Context: an optimization exercise on an open-source flow, tuned for small area, a short achievable clock period and few clock cycles per item. The choices shown serve that exercise and are no tape-out recipe.
In this exercise RTL edits were held to simulation tests only and were not proved equivalent to the original.
Power and IR drop assume default switching activity.

==> flow/design.v <==
package swls_pkg;
  localparam logic [1:0] ACT_PUSH   = 2'd0;
  localparam logic [1:0] ACT_POP    = 2'd1;
  localparam logic [1:0] ACT_SEARCH = 2'd2;
  localparam logic [1:0] STAT_OK    = 2'd0;
  localparam logic [1:0] STAT_EMPTY = 2'd1;
  localparam logic [1:0] STAT_FULL  = 2'd2;
  typedef struct packed {
    logic [1:0]         action;
    logic signed [31:0] value;
  } req_t;
  typedef struct packed {
    logic [1:0]         status;
    logic signed [31:0] popped_value;
    logic               found;
    logic [3:0]         found_index;
    logic signed [31:0] top_value;
    logic [4:0]         entry_count;
    logic               is_empty;
  } rsp_t;
  typedef struct packed {
    logic push;    
    logic pop;     
    logic walk;    
    logic flush;   
  } cell_ctrl_t;
  typedef enum logic {
    ST_IDLE,
    ST_SEARCH
  } state_e;
endpackage
module swls_cell #(
  parameter int DATA_WIDTH = 32
) (
  input  logic                   clk_i,
  input  logic                   rst_ni,
  input  swls_pkg::cell_ctrl_t   ctrl_i,
  input  logic [DATA_WIDTH-1:0]  key_i,
  input  logic [DATA_WIDTH-1:0]  up_word_i,
  input  logic [DATA_WIDTH-1:0]  down_word_i,
  input  logic                   token_i,
  output logic [DATA_WIDTH-1:0]  word_o,
  output logic                   token_o,
  output logic                   hit_o
);
  logic [DATA_WIDTH-1:0] word_q, word_d;
  logic                  token_q, token_d;
  always_comb begin
    word_d = word_q;
    if (ctrl_i.push) begin
      word_d = up_word_i;
    end else if (ctrl_i.pop) begin
      word_d = down_word_i;
    end
  end
  always_ff @(posedge clk_i) begin
    word_q <= word_d;
  end
  always_comb begin
    token_d = token_q;
    if (ctrl_i.flush) begin
      token_d = 1'b0;
    end else if (ctrl_i.walk) begin
      token_d = token_i;
    end
  end
  always_ff @(posedge clk_i or negedge rst_ni) begin
    if (!rst_ni) begin
      token_q <= 1'b0;
    end else begin
      token_q <= token_d;
    end
  end
  assign word_o  = word_q;
  assign token_o = token_q;
  assign hit_o   = token_q & (word_q == key_i);
endmodule
module stack_with_linear_search #(
  parameter int DEPTH      = 16,
  parameter int DATA_WIDTH = 32
) (
  input  logic           clk_i,
  input  logic           rst_ni,
  input  logic           start,
  output logic           busy,
  input  swls_pkg::req_t req_i,
  output logic           rsp_valid_o,
  output swls_pkg::rsp_t rsp_o
);
  localparam int CW = $clog2(DEPTH + 1);
  localparam int IW = (DEPTH > 1) ? $clog2(DEPTH) : 1;
  swls_pkg::state_e      state_q, state_d;
  logic [CW-1:0]         count_q, count_d;
  logic [IW-1:0]         step_q, step_d;
  logic [DATA_WIDTH-1:0] key_q, key_d;
  swls_pkg::rsp_t        rsp_q, rsp_d;
  logic                  rsp_valid_q, rsp_valid_d;
  swls_pkg::cell_ctrl_t  ctrl;
  logic                  seed;
  logic                  accept;
  logic                  full;
  logic                  hit_any;
  logic [DATA_WIDTH-1:0] in_word;
  logic [CW-1:0]         match_idx;
  logic [DATA_WIDTH-1:0] words [DEPTH+1];
  logic                  tokens [DEPTH+1];
  logic [DEPTH-1:0]      hits;
  assign in_word = DATA_WIDTH'(req_i.value);
  function automatic logic signed [31:0] out_word(input logic [DATA_WIDTH-1:0] w);
    logic signed [DATA_WIDTH-1:0] s;
    s = w;
    out_word = s;
  endfunction
  assign tokens[0]    = seed;
  assign words[DEPTH] = '0;
  for (genvar i = 0; i < DEPTH; i++) begin : g_cell
    logic [DATA_WIDTH-1:0] up_word;
    if (i == 0) begin : g_top
      assign up_word = in_word;
    end else begin : g_inner
      assign up_word = words[i-1];
    end
    swls_cell #(
      .DATA_WIDTH (DATA_WIDTH)
    ) u_cell (
      .clk_i       (clk_i),
      .rst_ni      (rst_ni),
      .ctrl_i      (ctrl),
      .key_i       (key_q),
      .up_word_i   (up_word),
      .down_word_i (words[i+1]),
      .token_i     (tokens[i]),
      .word_o      (words[i]),
      .token_o     (tokens[i+1]),
      .hit_o       (hits[i])
    );
  end
  assign hit_any   = |hits;
  assign accept    = start & (state_q == swls_pkg::ST_IDLE);
  assign busy      = (state_q != swls_pkg::ST_IDLE);
  assign full      = (count_q == CW'(DEPTH));
  assign match_idx = count_q - CW'(1) - CW'(step_q);
  always_comb begin
    state_d     = state_q;
    count_d     = count_q;
    step_d      = step_q;
    key_d       = key_q;
    rsp_d       = rsp_q;
    rsp_valid_d = 1'b0;
    ctrl        = '0;
    seed        = 1'b0;
    unique case (state_q)
      swls_pkg::ST_IDLE: begin
        if (accept) begin
          rsp_d              = '0;
          rsp_d.status       = swls_pkg::STAT_OK;
          rsp_d.top_value    = (count_q != '0) ? out_word(words[0]) : '0;
          rsp_valid_d        = 1'b1;
          unique case (req_i.action)
            swls_pkg::ACT_PUSH: begin
              if (full) begin
                rsp_d.status = swls_pkg::STAT_FULL;
              end else begin
                ctrl.push       = 1'b1;
                count_d         = count_q + CW'(1);
                rsp_d.top_value = out_word(in_word);
              end
            end
            swls_pkg::ACT_POP: begin
              if (count_q == '0) begin
                rsp_d.status = swls_pkg::STAT_EMPTY;
              end else begin
                ctrl.pop           = 1'b1;
                count_d            = count_q - CW'(1);
                rsp_d.popped_value = out_word(words[0]);
                rsp_d.top_value    = (count_q > CW'(1)) ? out_word(words[1]) : '0;
              end
            end
            swls_pkg::ACT_SEARCH: begin
              if (count_q != '0) begin
                rsp_valid_d = 1'b0;
                seed        = 1'b1;
                ctrl.walk   = 1'b1;
                key_d       = in_word;
                step_d      = '0;
                state_d     = swls_pkg::ST_SEARCH;
              end
            end
            default: begin
            end
          endcase
          rsp_d.entry_count = 5'(count_d);
          rsp_d.is_empty    = (count_d == '0);
        end
      end
      swls_pkg::ST_SEARCH: begin
        priority if (hit_any) begin
          rsp_d             = '0;
          rsp_d.found       = 1'b1;
          rsp_d.found_index = 4'(match_idx);
          rsp_d.top_value   = out_word(words[0]);
          rsp_d.entry_count = 5'(count_q);
          rsp_valid_d       = 1'b1;
          ctrl.flush        = 1'b1;
          state_d           = swls_pkg::ST_IDLE;
        end else if (CW'(step_q) == count_q - CW'(1)) begin
          rsp_d             = '0;
          rsp_d.top_value   = out_word(words[0]);
          rsp_d.entry_count = 5'(count_q);
          rsp_valid_d       = 1'b1;
          ctrl.flush        = 1'b1;
          state_d           = swls_pkg::ST_IDLE;
        end else begin
          ctrl.walk = 1'b1;
          step_d    = step_q + IW'(1);
        end
      end
      default: begin
        state_d = swls_pkg::ST_IDLE;
      end
    endcase
  end
  always_ff @(posedge clk_i or negedge rst_ni) begin
    if (!rst_ni) begin
      state_q     <= swls_pkg::ST_IDLE;
      count_q     <= '0;
      step_q      <= '0;
      rsp_valid_q <= 1'b0;
    end else begin
      state_q     <= state_d;
      count_q     <= count_d;
      step_q      <= step_d;
      rsp_valid_q <= rsp_valid_d;
    end
  end
  always_ff @(posedge clk_i) begin
    key_q <= key_d;
    rsp_q <= rsp_d;
  end
  assign rsp_valid_o = rsp_valid_q;
  assign rsp_o       = rsp_q;
endmodule
module swls_top (
  input  logic        clk_i,
  input  logic        rst_ni,
  input  logic        start,
  output logic        busy,
  input  logic [1:0]  req_action,
  input  logic [31:0] req_value,
  output logic        rsp_valid_o,
  output logic [1:0]  rsp_status,
  output logic [31:0] rsp_popped_value,
  output logic        rsp_found,
  output logic [3:0]  rsp_found_index,
  output logic [31:0] rsp_top_value,
  output logic [4:0]  rsp_entry_count,
  output logic        rsp_is_empty
);
  swls_pkg::req_t req;
  swls_pkg::rsp_t rsp;
  assign req.action = req_action;
  assign req.value  = req_value;
  stack_with_linear_search #(
    .DEPTH      (16),
    .DATA_WIDTH (32)
  ) u_stack (
    .clk_i       (clk_i),
    .rst_ni      (rst_ni),
    .start       (start),
    .busy        (busy),
    .req_i       (req),
    .rsp_valid_o (rsp_valid_o),
    .rsp_o       (rsp)
  );
  assign rsp_status       = rsp.status;
  assign rsp_popped_value = rsp.popped_value;
  assign rsp_found        = rsp.found;
  assign rsp_found_index  = rsp.found_index;
  assign rsp_top_value    = rsp.top_value;
  assign rsp_entry_count  = rsp.entry_count;
  assign rsp_is_empty     = rsp.is_empty;
endmodule
==> flow/run.sh <==
#!/bin/bash
# synth_recipe.tcl (not shown) runs the flow's synth.tcl, then flattens the netlist and writes it again
# the make line also repeats each setting of config.mk as NAME=value (left out here)
make -C /OpenROAD-flow-scripts/flow DESIGN_CONFIG=/design/flow/config.mk WORK_HOME=/design/flow/orfs CLKGATE_MAP_FILE= SYNTH_SCRIPT=/design/flow/synth_recipe.tcl finish
==> flow/config.mk <==
export PLATFORM = sky130hd
export DESIGN_NAME = swls_top
export DESIGN_NICKNAME = swls_top
export VERILOG_FILES = /design/flow/design.v
export SDC_FILE = /design/flow/constraint.sdc
export NUM_CORES = 4
export LEC_CHECK = 0
export CAP_MARGIN = 20
export CORE_MARGIN = 2
export CORE_UTILIZATION = 45
export SLEW_MARGIN = 20
==> flow/constraint.sdc <==
create_clock -name core_clock -period 5.0 [get_ports {clk_i}]
set_input_delay 1.0000 -clock core_clock [delete_from_list [all_inputs] [get_ports {clk_i}]]
set_output_delay 1.0000 -clock core_clock [all_outputs]
set_load 0.01 [all_outputs]
==> notes.md <==
report_power, final:
part	leakage, nW	internal [mW]	switching, mW
Clock	1.06	2.96	2.20
Combinational	5.29	1.88	2.31
Sequential	6.11	7.28	0.945
registers in the layout, summed over array words and instances (netlist names):
name,flops
u_stack.key_q,32
u_stack.count_q,5
u_stack.rsp_valid_q,1
u_stack.g_cell.u_cell.word_q,512
u_stack.state_q,1
u_stack.g_cell.u_cell.token_q,16
u_stack.step_q,4
u_stack.rsp_q,77
worst max-delay path, cell delays in order (launching register included):
cell and delay, ns:
edfxtp_1 0.91, buf_4 0.30, xor2_1 0.16, nor4_1 0.70, nand4_1 0.17, or3_1 0.43, o2111ai_1 0.18, nor4_4 0.13
nand2_2 0.11, a21o_4 0.33, buf_12 0.24
metal layers:
| metal | vias up | share of wire [%] | global-route usage, % |
|---|---|---|---|
| met5 | - | 0 | 0 |
| met4 | 0 | 1.1 | 4.487 |
| met3 | 91 | 7.4 | 5.096 |
| met2 | 665 | 46 | 38.37 |
| met1 | 10500 | 45 | 35.85 |
| li1 | 8931 | - | - |
kinds of logic after synthesis:
family          after synthesis
simple gates                375
fa+ha+maj                     9
buf+inv                     174
flops                       648
mux                         496
xor+xnor                    518
compound gates              121
layout make-up:
cell class                      count  area [sq um]  share of cell area [%]
Clock buffer                       92          1877                   4.952
Clock inverter                     31         316.6                  0.8353
Inverter                           17         66.31                  0.1750
Multi-Input combinational cell   1519         13230                   34.91
Sequential cell                   648         19320                   50.99
Tap cell                          969          1212                   3.199
Timing Repair Buffer              189          1869                   4.933
through the flow:
stage	std cells	setup WS (ns)	hold slack (ns)	util [%]
final	3465	0.9666	0.5797	51.08
after global routing	3465	0.8267	0.5962	51.08
after CTS	3465	1.060	0.5822	51.07
after detailed placement	3342	1.090	0.5690	48.12
after global placement	3342	1.094	0.5594	48.12
after floorplan	2341	-4.299	0.4893	-
cells in the mapped netlist, types with 7 or more instances:
| cell | count | area share (%) |
|---|---|---|
| xnor2_1 | 336 | 8.7 |
| buf_4 | 27 | 0.60 |
| edfxtp_1 | 621 | 55 |
| nand3_1 | 26 | 0.39 |
| nor3_1 | 21 | 0.31 |
| o21ai_0 | 35 | 0.52 |
| o21ai_1 | 8 | 0.12 |
| o22ai_1 | 16 | 0.30 |
| mux2_2 | 480 | 16 |
| a21oi_1 | 7 | 0.10 |
| clkbuf_1 | 37 | 0.41 |
| mux2i_1 | 16 | 0.48 |
| nand2_1 | 74 | 0.83 |
| xor2_1 | 179 | 4.7 |
| dfrtp_1 | 27 | 2.0 |
| nand4_1 | 80 | 1.5 |
| buf_2 | 53 | 0.79 |
| inv_1 | 16 | 0.18 |
| nor4_1 | 55 | 1.0 |
| ha_1 | 8 | 0.30 |
| nor2_1 | 15 | 0.17 |
| and3_1 | 77 | 1.4 |
| a22oi_1 | 33 | 0.74 |
| buf_6 | 30 | 1.0 |
how the worst max path moves through the flow:
stage / from / endpoint / depth (start not counted)
after floorplan: req_action[0] / u_stack.g_cell[0].u_cell.word_q[0] / 4
after global placement: u_stack.key_q[2] / u_stack.rsp_q[14] / 10
after detailed placement: u_stack.key_q[2] / u_stack.rsp_q[51] / 10
after CTS: u_stack.key_q[2] / u_stack.rsp_q[51] / 10
after global routing: u_stack.key_q[2] / u_stack.rsp_q[14] / 10
final: u_stack.key_q[2] / u_stack.rsp_q[14] / 10
==> flow_summary.toml <==
[layout]
final_cell_mix = "621 x edfxtp_1, 480 x mux2_2, 336 x xnor2_1"
nFillCells = 6307
final_common_cell = "edfxtp_1"
nets = 2493
drive_above_1_share_pct = 26.96
area_growth_pct = 12.64
antennaDiodeCount = 0
final_cell_area_sq_um = 37900

[critical_path]
path_class = "reg -> reg"
cp-start-kind = "flop"
endpoint_kind = "flop"
crit_arrival_ns = 4.34
reg2reg_from = "u_stack.key_q[2]"
r2r-end = "u_stack.rsp_q[14]"
critPathRequiredTime_ns = 5.30
reg2reg_depth = 10
critical_path.max_fanout = 29
reg2reg_slack_ns = 0.97

[floorplanning]
start_util_pct = 45.34
num_rows = 100
die_y_microns = 277.4
die_w_microns = 277.4
core_area_sq_um = 74200
boundaryPins = 116
dieArea_sq_um = 76960

[synth]
syn_inst = 2341
synth_xor_area_share_pct = 13.55
ys.flop_type = "edfxtp_1"
synthesis.nets = 2387
synth_compound_area_share_pct = 2.321
ys_ff_latch = 648
synth_edf_count = 621
syn-cell-area_sq_um = 33640
synthSimpleGateAreaFrac_pct = 6.386
ys_types = 59
yosysWarnings = 6
syn_avg_cell_area_sq_um = 14.37
synth_fa_ha_area_share_pct = 0.3570
synth_top_family_by_area = "multiplexers"
synth.area.mux_share_pct = 16.54
ys_seq_area_share_pct = 57.44
async_flop_share_pct = 4.167

[sta]
finalSetupViolCount = 0
fin_worst_skew_ns = 0.03371
setup_tns_ns = 0
rsz0062_at_grt = "no"
max_freq_mhz = 247.9
maxSlewViolCount = 0
slew_headroom_pct = 33.50
fin_crit_ns = 4.033
period_share_pct = 80.67
tightestPinTransition_ns = 0.9975
finalHoldViolCount = 0

[placed_design]
dpl.hpwl_microns = 71320
io_buffers = 115
placed_area_sq_um = 35700
gp_congestion = 0.9201

[clock_network]
postCtsSetupBuffers = 0
clockBufferDepth = 3
cts_inserted_buffers = 72
tritoncts = "done"
root_buffer = "clkbuf_16"
clk_latency_ns = 0.63
clkTransAtPathRegs_ns = 0.06
htreeDepth = 3
cts_sinks = 648
cts_resized = 0
cts_hold_buf = 0

[run_status]
status = "finished clean"

[worst_hold_path]
hold_path_depth = 1
hold_end = "u_stack.step_q[1]"
min_path_type = "reg -> reg"
hp-start = "u_stack.step_q[1]"

[routing]
wl_per_cell_microns = 27.89
drtIter0Drc = 2128
routed_wl_microns = 96640
dr_total_vias = 20180
ant_nets = 0
drc = 0
firstDrtPassIters = 6
avgViaCountPerCell = 5.825

[power]
p_total_mw = 17.57
peakVddDrop_mv = 0.2147
p_leak_nw = 12.46
power_density_nw_per_um2 = 463.8

[global_routing]
grt_pass1_wl_microns = 140000
grt_overflow = 0
grt_util_all_layers_pct = 24.63
antenna_found_initial = 3
grt_pass1_vias = 20310
grt_max_degree = 121

[run]
maxCapViolCount = 0
Testbench counts, summed over its fixed seeds: cycles 41,210, items 16,000.

[re-timing with driven ports]
How much do the figures lean on ideal ports? The routed layout below was timed once more, with nothing changed but the port constraints. Step 1, drivers: a clkbuf_16 drives clk_i and a buf_2 each remaining input, both assumed. Step 2 moves the port delays by t, midway between the first and last clock arrival at a register: inputs arrive t later, outputs are due t later. That takes back most of the time a late clock gives input paths. Slacks: ideal / step 1 / step 2; pairs: ideal / step 1.
t, ns: 0.672
setup WS [ns]: 0.967 / 0.967 / 0.967
latest minus earliest clock arrival (ns): 0.041 / 0.042
After both steps setup and hold are still met in this run. For this run, drivers alone change the setup slack by 0.000 ns; drivers and shift together by 0.000 ns.
